This design comes from an exercise in tuning for small area on the open sky130 flow, not from production work.
The RTL was checked by simulation tests, not by an equivalence proof against the original design.
Power figures rest on the tool's default switching activity, not on a simulated workload.

## wb_regfile_sb
module wb_regfile_sb #(
   parameter int XLEN   = 32,
   parameter int PEND_W = 2
) (
   input  logic            clk,
   input  logic            rst,
   input  logic [4:0]      rs1_addr,
   input  logic [4:0]      rs2_addr,
   output logic [XLEN-1:0] rs1_data,
   output logic [XLEN-1:0] rs2_data,
   output logic            rs1_busy,
   output logic            rs2_busy,
   input  logic            wb_we,
   input  logic [4:0]      wb_rd,
   input  logic [XLEN-1:0] wb_data,
   input  logic            iss_valid,
   input  logic            iss_we,
   input  logic [4:0]      iss_rd,
   output logic            iss_ready,
   input  logic            flush
);
   localparam bit BYPASS = 1'b1;
   logic [XLEN-1:0] regs [1:31];
   logic [31:1]     valid, cnt1, cnt0;
   logic [31:1]     valid_next, cnt1_next, cnt0_next;
   logic [4:0]  wr_n;
   logic [3:0]  wlo_n;
   logic [7:0]  whi_n;
   logic [31:1] dh;
   logic        wz3, wnz, dec;
   generate
      for (genvar b = 0; b < 5; b++) begin : g_wr_n
         wb_regfile_sb_inv u_i (.a(wb_rd[b]), .y(wr_n[b]));
      end
      for (genvar j = 0; j < 4; j++) begin : g_wlo
         wb_regfile_sb_nand3 u_n (.a(wb_we),
            .b(j[1] ? wb_rd[1] : wr_n[1]), .c(j[0] ? wb_rd[0] : wr_n[0]),
            .y(wlo_n[j]));
      end
      for (genvar k = 0; k < 8; k++) begin : g_whi
         wb_regfile_sb_nand3 u_n (.a(k[2] ? wb_rd[4] : wr_n[4]),
  ...
Size: roughly 2,700 cells after synthesis, about 130 I/O pins, roughly 44,000 sq um of cells after synthesis.
==> flow/config.mk <==
export PLATFORM = sky130hd
export DESIGN_NAME = wb_regfile_sb
export DESIGN_NICKNAME = wb_regfile_sb
export VERILOG_FILES = /design/flow/design.v
export SDC_FILE = /design/flow/constraint.sdc
export NUM_CORES = 4
export LEC_CHECK = 0
export CAP_MARGIN = 20
export CORE_MARGIN = 2
export CORE_UTILIZATION = 45
export SLEW_MARGIN = 20
export SYNTH_HIERARCHICAL = 1
export SYNTH_MINIMUM_KEEP_SIZE = 0
==> flow/constraint.sdc <==
create_clock -name core_clock -period 8.0 [get_ports {clk}]
set_input_delay 1.6000 -clock core_clock [delete_from_list [all_inputs] [get_ports {clk}]]
set_output_delay 1.6000 -clock core_clock [all_outputs]
set_load 0.01 [all_outputs]
standard.sh (not shown) runs the stock make flow with config.mk's settings and CLKGATE_MAP_FILE= SYNTH_SCRIPT=/design/flow/synth_recipe.tcl, a recipe that flattens the netlist after the stock synthesis.
==> flow/flow/run.sh <==
#!/bin/bash
# Layout flow: the standard ORFS layout (standard.sh: the unchanged
# standard synthesis, floorplan, power grid, tap cells, placement, routing),
# with two layout options changed through the ORFS variables it reads:
#  * BUFFER_PORTS_ARGS: port buffers use the small sky130_fd_sc_hd__buf_1
#    cell (every input and output port still gets its own buffer);
#  * CTS_ARGS: the clock tree uses sky130_fd_sc_hd__clkbuf_8 buffers, each
#    leaf driving up to 16 flip-flops, and inserts no dummy loads;
#  * RECOVER_POWER: after global routing, ORFS's power recovery downsizes
#    cells on paths that have slack to spare.
# Each tool's full output is in the ORFS log folder (orfs/logs/...); the
# output of the whole run is also written to run.log here.
set -euo pipefail
export BUFFER_PORTS_ARGS="-buffer_cell sky130_fd_sc_hd__buf_1"
export CTS_ARGS="-sink_clustering_enable -repair_clock_nets -dont_use_dummy_load -sink_clustering_size 16 -sink_clustering_max_diameter 100 -buf_list sky130_fd_sc_hd__clkbuf_8"
export RECOVER_POWER=100
bash standard.sh finish > run.log 2>&1
The baseline finished with max-capacitance violations, max-slew violations left.
Then changed:
--- a/flow/flow/run.sh
+++ b/flow/flow/run.sh
@@ -6,7 +6,5 @@
 #    cell (every input and output port still gets its own buffer);
 #  * CTS_ARGS: the clock tree uses sky130_fd_sc_hd__clkbuf_8 buffers, each
-#    leaf driving up to 16 flip-flops, and inserts no dummy loads;
-#  * RECOVER_POWER: after global routing, ORFS's power recovery downsizes
-#    cells on paths that have slack to spare.
+#    leaf driving up to 16 flip-flops, and inserts no dummy loads.
 # Each tool's full output is in the ORFS log folder (orfs/logs/...); the
 # output of the whole run is also written to run.log here.
@@ -14,4 +12,3 @@
 export BUFFER_PORTS_ARGS="-buffer_cell sky130_fd_sc_hd__buf_1"
 export CTS_ARGS="-sink_clustering_enable -repair_clock_nets -dont_use_dummy_load -sink_clustering_size 16 -sink_clustering_max_diameter 100 -buf_list sky130_fd_sc_hd__clkbuf_8"
-export RECOVER_POWER=100
 bash standard.sh finish > run.log 2>&1
Now the flow finished with timing, DRC and antenna clean.
Maximum frequency grows by about 4%.
Power is about the same.
Core utilization grows by 0.32 points.
Sequential share of layout area shrinks by 0.44 points.
Non-clock buffer count does not change.
Via count barely changes.
Die area is unchanged.
Count of clock-buffer cells in the layout stays the same.
Wire length hardly moves.
Synthesized cell count stays the same.
Setup slack gains 0.29 ns.

========
Another version of the RTL of wb_regfile_sb (not shown whole).
Size: about 2700 cells after synthesis, about 130 I/O pins.
==> flow/design.v (excerpt) <==
module wb_regfile_sb #(
   parameter int XLEN   = 32,
   parameter int PEND_W = 2
) (
   input  logic            clk,
   input  logic            rst,
   input  logic [4:0]      rs1_addr,
   input  logic [4:0]      rs2_addr,
   output logic [XLEN-1:0] rs1_data,
   output logic [XLEN-1:0] rs2_data,
   output logic            rs1_busy,
   output logic            rs2_busy,
   input  logic            wb_we,
   input  logic [4:0]      wb_rd,
   input  logic [XLEN-1:0] wb_data,
   input  logic            iss_valid,
   input  logic            iss_we,
   input  logic [4:0]      iss_rd,
   output logic            iss_ready,
   input  logic            flush
);
Settings: LEC_CHECK=0, CAP_MARGIN=20, CORE_MARGIN=2, CORE_UTILIZATION=45, SLEW_MARGIN=20, SYNTH_HIERARCHICAL=1, SYNTH_MINIMUM_KEEP_SIZE=0; clock period 8.0 ns.
run.sh (not shown) runs the stock make flow with config.mk's settings and CLKGATE_MAP_FILE= SYNTH_SCRIPT=/design/flow/synth_recipe.tcl, a recipe that flattens the netlist after the stock synthesis.
Stock flow here: none of the scripts above is used.
Next try:
==> flow/flow/run.sh (new file) <==
#!/bin/bash
# Layout flow: the standard ORFS layout (standard.sh, unchanged synthesis,
# floorplan, power grid and tap cells), with two layout options changed:
#  * port buffers use the small sky130_fd_sc_hd__buf_1 cell (every input and
#    output port still gets its own buffer), and
#  * clock tree synthesis clusters up to 24 flip-flops per leaf buffer and
#    inserts no dummy loads.
# Each tool's full output stays in the ORFS log folder (orfs/logs/...); the
# output of the whole run is also written to run.log here.
set -euo pipefail
export BUFFER_PORTS_ARGS="-buffer_cell sky130_fd_sc_hd__buf_1"
export CTS_ARGS="-sink_clustering_enable -repair_clock_nets -dont_use_dummy_load -sink_clustering_size 24 -sink_clustering_max_diameter 120"
bash standard.sh finish > run.log 2>&1
==> flow/standard.sh (new file) <==
#!/bin/bash
# synth_recipe.tcl (not shown) runs the flow's synth.tcl, then flattens the netlist and writes it again
# the make line also repeats each setting of config.mk as NAME=value (left out here)
make -C /OpenROAD-flow-scripts/flow DESIGN_CONFIG=/design/flow/config.mk WORK_HOME=/design/flow/orfs CLKGATE_MAP_FILE= SYNTH_SCRIPT=/design/flow/synth_recipe.tcl "${@:-finish}"
removed: flow/run.sh
Die area does not change. Global-route usage went up by 0.33 points. Wire length grows slightly. Worst hold slack loses 3.7 ps. Design area is lower by a few percent.

==> static timing again, ports no longer ideal <==
Ports are ideal in the flow. The routed layouts listed here were re-timed in OpenROAD. Step 1 (the two cells are an assumption about what drives the block):
set clk [get_ports {clk}]
set_driving_cell -lib_cell sky130_fd_sc_hd__clkbuf_16 $clk
set_driving_cell -lib_cell sky130_fd_sc_hd__buf_2 [delete_from_list [all_inputs] $clk]
Step 2 adds t to the input delays and takes it off the output delays; t is the mean of the earliest and latest rising clock arrival at the registers after step 1. Input paths then give back, and output paths get back, about the clock's delay inside the block. Three values: ideal ports, drivers, drivers and shift; two values: the first two.
run | shift t [ns] | setup WS [ns] | worst setup path at the end | cell pins on the clock port's net
the first run of note 1 | 0.772 | 0.750 / 0.721 / 0.110 | input to register | 1
the second run of note 1 | 0.766 | 1.040 / 1.015 / 1.015 | input to output | 1
the first run of note 2 | 0.765 | 0.182 / 0.155 / 0.155 | input to output | 1
the second run of note 2 | 0.724 | 0.480 / 0.456 / 0.456 | input to output | 1
The setup slack of the first run of note 1, which loses most, moves by -0.029 ns with the drivers and by -0.640 ns with both steps.
